Background: an optimization exercise with open tools, aiming at small area and few clock cycles per item. Do not read the settings as production practice.
In this exercise RTL edits were held to simulation tests only and were not proved equivalent to the original.

## flow/design.v (module list and top-level ports; edited modules follow where they fit)
// module park_sincos_lut: 103 lines
// module park_fa: 11 lines
// module park_transform_pipe: 1715 lines
module park_transform_pipe
#(
    parameter int LUT_AW = 6,
    parameter int DW     = 16
)
(
    input  logic                 clk,
    input  logic                 rst,
    input  logic                 in_valid,
    output logic                 in_ready,
    input  logic signed [DW-1:0] i_alpha,
    input  logic signed [DW-1:0] i_beta,
    input  logic [15:0]          theta,
    output logic                 out_valid,
    input  logic                 out_ready,
    output logic signed [DW-1:0] i_d,
    output logic signed [DW-1:0] i_q
);
  // ...
==> flow/run.sh <==
#!/bin/bash
# synth_recipe.tcl (not shown) runs the flow's synth.tcl, then flattens the netlist and writes it again
# the make line also repeats each setting of config.mk as NAME=value (left out here)
make -C /OpenROAD-flow-scripts/flow DESIGN_CONFIG=/design/flow/config.mk WORK_HOME=/design/flow/orfs CLKGATE_MAP_FILE= SYNTH_SCRIPT=/design/flow/synth_recipe.tcl finish
==> flow/config.mk <==
export PLATFORM = sky130hd
export DESIGN_NAME = park_transform_pipe
export DESIGN_NICKNAME = park_transform_pipe
export VERILOG_FILES = /design/flow/design.v
export SDC_FILE = /design/flow/constraint.sdc
export NUM_CORES = 4
export LEC_CHECK = 0
export ABC_AREA = 1
export CAP_MARGIN = 20
export CORE_MARGIN = 2
export CORE_UTILIZATION = 40
export SLEW_MARGIN = 20
export SYNTH_HIERARCHICAL = 1
export SYNTH_MINIMUM_KEEP_SIZE = 0
==> flow/constraint.sdc <==
create_clock -name core_clock -period 8.0 [get_ports {clk}]
set_input_delay 1.6000 -clock core_clock [delete_from_list [all_inputs] [get_ports {clk}]]
set_output_delay 1.6000 -clock core_clock [all_outputs]
set_load 0.01 [all_outputs]
==> flow_summary.yaml, run 1 <==
status:
  status: "no timing/DRC/antenna violations"
layout:
  mostFrequentLayoutCell: "nand2_1"
  multi_input_area_sq_um: 23200
  fin_util: 0.445
  clkCellAreaFrac: 0.0109
setup_path:
  critical_path_required_ns: 8.15
  r2r_cells: 30
  end_kind: "flip-flop"
  reg2reg_slack_ns: 0.36
  crit_family: "adder cells"
clock_network:
  cts_hold_buf: 0
  clk_path_buf_depth: 2
  root_buffer: "clkbuf_16"
  postCtsSetupBuffers: 0
yosys:
  yosys_register_bits: 74
  synthSimpleGateAreaFrac: 0.134
  synthXorXnorAreaFrac: 0.182
hold_path:
  timing.hold.worst.class: "reg2reg"
  holdPathStages: 2
placement:
  place_ws_ns: 0.274
  place_congestion: 0.951
  place_inst: 4041
drt:
  wl_per_cell_um: 23.7
  top_layer: "met5"
  route.met3.wl_um: 11100
timing:
  hold_ws_ns: 0.466
floorplan:
  tapCellCount: 873
run:
  maxCapViolCount: 0
global_route:
  grt_first_pass_wirelength_um: 146000
  grt.overflow.total: 0
  track_usage: 0.274
  grt-busiest-layer: "met2"
Testbench counts, summed over its fixed seeds: cycles 8,016, items 8,000.
==> run 2, diff against run 1 <==
--- a/flow/config.mk
+++ b/flow/config.mk
@@ -10,3 +10,3 @@
 export CORE_MARGIN = 2
-export CORE_UTILIZATION = 40
+export CORE_UTILIZATION = 65
 export SLEW_MARGIN = 20
==> run 2 against run 1 <==
- non-clock buffer count down 7
- worst setup slack worse by 0.21 ns
- clock-buffer cell count unchanged
- worst hold slack better by 0.0032 ns
- area after synthesis unchanged
- die area down 38%
==> flow_summary.yaml, run 2 <==
status:
  status: "no timing/DRC/antenna violations"
clock_network:
  root_buffer: "clkbuf_16"
  numCtsBuffers: 9
  worstSkewPairLatency_ns: 0.42
  htreeDepth: 3
  cts_tree: "built"
  clk_path_buf_depth: 2
  clk_pin_slew_ns: 0.08
  cts.sinks: 74
  cts_hold_buf: 0
global_route:
  grt_first_pass_wirelength_um: 149000
  antenna_found_initial: 1
  grt.overflow.total: 0
  track_usage: 0.450
  grt_pass1_vias: 25600
  grt_start_max_net_pins: 74
floorplan:
  die_w_um: 209
  initial_core_util: 0.655
  core_area_sq_um: 41800
  row_count: 75
  io_pins: 86
  die_area_sq_um: 43700
  fp.dieH_um: 209
layout:
  layout-drive-gt1-share: 0.0954
  regArea_sq_um: 2200
  mostFrequentLayoutCell: "nand2_1"
  areaGrowthSynthToFinish_pct: 7.80
  fin_util: 0.706
  multi_input_area_sq_um: 23200
  fillers: 3263
  final_cell_mix: "nand2_1 (503), xor2_1 (497), fa_1 (460), o22ai_1 (448), nor2_1 (193)"
  post_layout_nonfiller_instances: 3726
  nets: 3808
setup_path:
  max_stage_delay_ns: 0.56
  crit_type: "reg2reg"
  startpoint_type: "flip-flop"
  end_kind: "flip-flop"
  critical_path_required_ns: 8.18
  path_common_cell: "nand2_1"
  crit_fanout: 7
  reg2reg_slack_ns: 0.15
  crit_slowest_cell: "fa_1"
  crit_arrival_ns: 8.03
timing:
  fin_crit_ns: 7.85
  post-route-period-util: 0.981
  max_slew_margin: 0.188
  worst_pin_slew_ns: 1.22
  timing.fmax_mhz: 127
  setup_violations: 0
  hold_viol: 0
  setup_slack_ns: 0.148
  finClkSkew_ns: 0.0181
  slew_viol_final: 0
drt:
  wl_per_cell_um: 26.1
  vias: 25900
  drtAntennaViolNets: 0
  dr.pass1.iters: 8
  drtIter0Drc: 4193
  drc_errors: 0
  routed_via_density: 6.94
  wl_um: 97100
yosys:
  synthFlopType: "edfxtp_1"
  synthDistinctLibCells: 47
  synth.area.mux_share: 0
  postSynth.asyncResetShare: 0
  synthXorXnorAreaFrac: 0.182
  synth_edf_count: 72
  ys_top_cells_by_area: "fa_1 (34%), xor2_1 (16%), o22ai_1 (10%), edfxtp_1 (7.9%), nand2_1 (6.9%)"
  seq_area_frac_synth: 0.0805
  synth_area_sq_um: 27300
  synth_most_common_cell: "nand2_1"
  synth_compound_area_frac: 0.137
  yosys_warnings: 8
  synth_adder_area_share: 0.389
  synthSimpleGateAreaFrac: 0.134
  yosys_register_bits: 74
  yosysTopAreaCell: "fa_1"
  synth.top_cell.area_share: 0.337
  synth_top_family_by_area: "adder cells"
  synthCells: 3159
  yosys-top-cells-count: "nand2_1 (506), xor2_1 (500), fa_1 (460), o22ai_1 (448), nor2_1 (197)"
  syn_avg_cell_area_sq_um: 8.65
placement:
  place_congestion: 0.992
  hpwl_um: 71900
  place_inst: 3696
  port_buffers: 77
  place_ws_ns: 0.0523
hold_path:
  timing.hold.worst.class: "reg2reg"
run:
  maxCapViolCount: 0
## run 2: changes by cell type in the layout (fill, tap and decap cells not counted), moves of 4 or more
cell / change
a21oi_1: +6
a21oi_2: -6
buf_4: -4
inv_1: -4
nor2_2: -4
## run 2: worst max-delay path, delay by kind of cell, from the launching register on
kind / cells / cell delay [ns]
AND/OR/NAND/NOR: 13 / 1.32
XOR/XNOR: 1 / 0.23
flip-flops: 1 / 0.44
buffers and inverters: 3 / 0.45
adder cells (fa/ha/maj): 9 / 4.04
AO/OA/AOI/OAI: 5 / 1.10
## run 2: final cells by class
class / count / share of cell area
multi-input cells: 2641 / 0.788
repair buffers: 241 / 0.0748
flip-flops and latches: 74 / 0.0747
inverters: 213 / 0.0283
well taps: 539 / 0.0229
clock buffers: 9 / 0.00764
clock inverters: 7 / 0.00284
repair inverters: 1 / 0.000255
diodes: 1 / 0.0000849
## run 2: final timing paths
kind                                            start                   end  cells after the start
worst max-delay path                r1_m[0]$_DFFE_PN_     r_d[11]$_DFFE_PN_                     31
worst min-delay path            r1_valid$_SDFFE_PP0N_  r_valid$_SDFFE_PP0N_                      2
worst max register to register      r1_m[0]$_DFFE_PN_     r_d[11]$_DFFE_PN_                     31
worst min register to register  r1_valid$_SDFFE_PP0N_  r_valid$_SDFFE_PP0N_                      2
## run 2: per-stage QoR
| step | area [sq um] | setup TNS, ns | hold slack [ns] |
|---|---|---|---|
| final | 29500 | 0 | 0.470 |
| after global routing | 29500 | -0.309 | 0.505 |
| after CTS | 29300 | 0 | 0.471 |
| after detailed placement | 28900 | 0 | 0.459 |
| after global placement | 28900 | 0 | 0.445 |
| after floorplan | 27400 | 0 | 0.430 |
## run 2: timing repair
item	in CTS	in global routing
gates resized for setup	0	43
buffers inserted	0	11
endpoints found under the setup margin	0	32
## run 2: modules after synthesis, one instance, submodules excluded
module	flops+latches	area, sq um	cells
park_fa	0	20.0	1
park_sincos_lut	0	1910	402
park_transform_pipe	74	16200	2297
## run 2: cells by family after synthesis
group / count (synthesis)
buf+inv: 454
other cells: 1
compound gates: 623
simple gates: 889
xor+xnor: 543
fa+ha+maj: 575
flops: 74
## run 2: metal layers
| metal | GRT usage | vias up | routed length [um] |
|---|---|---|---|
| li1 | - | 10600 | - |
| met1 | 0.583 | 12300 | 34300 |
| met2 | 0.650 | 2320 | 40600 |
| met3 | 0.156 | 633 | 14300 |
| met4 | 0.276 | 4 | 7840 |
| met5 | 0 | - | 121 |

-- static timing again, ports no longer ideal --
In the flow no input, the clock included, has a driving cell. The finished layouts below were timed again as built, in two steps.
Step 1 (the two cells are an assumption about what drives the block):
set clk [get_ports {clk}]
set_driving_cell -lib_cell sky130_fd_sc_hd__clkbuf_16 $clk
set_driving_cell -lib_cell sky130_fd_sc_hd__buf_2 [delete_from_list [all_inputs] $clk]
Step 2 also shifts input and output timing later by t, the mid clock arrival at the registers, as if the neighbouring blocks saw the same clock.
Three values: ideal, step 1, step 2; two values: the first two.
run	shift t [ns]	setup WS [ns]	worst setup path after step 2	worst register clock-pin slew, ns	cell pins on the clock port's net
run 1	0.458	0.356 / 0.356 / 0.356	register to register	0.09 / 0.09	1
run 2	0.473	0.148 / 0.148 / 0.148	register to register	0.08 / 0.08	1
After both steps every run listed still meets setup and hold.
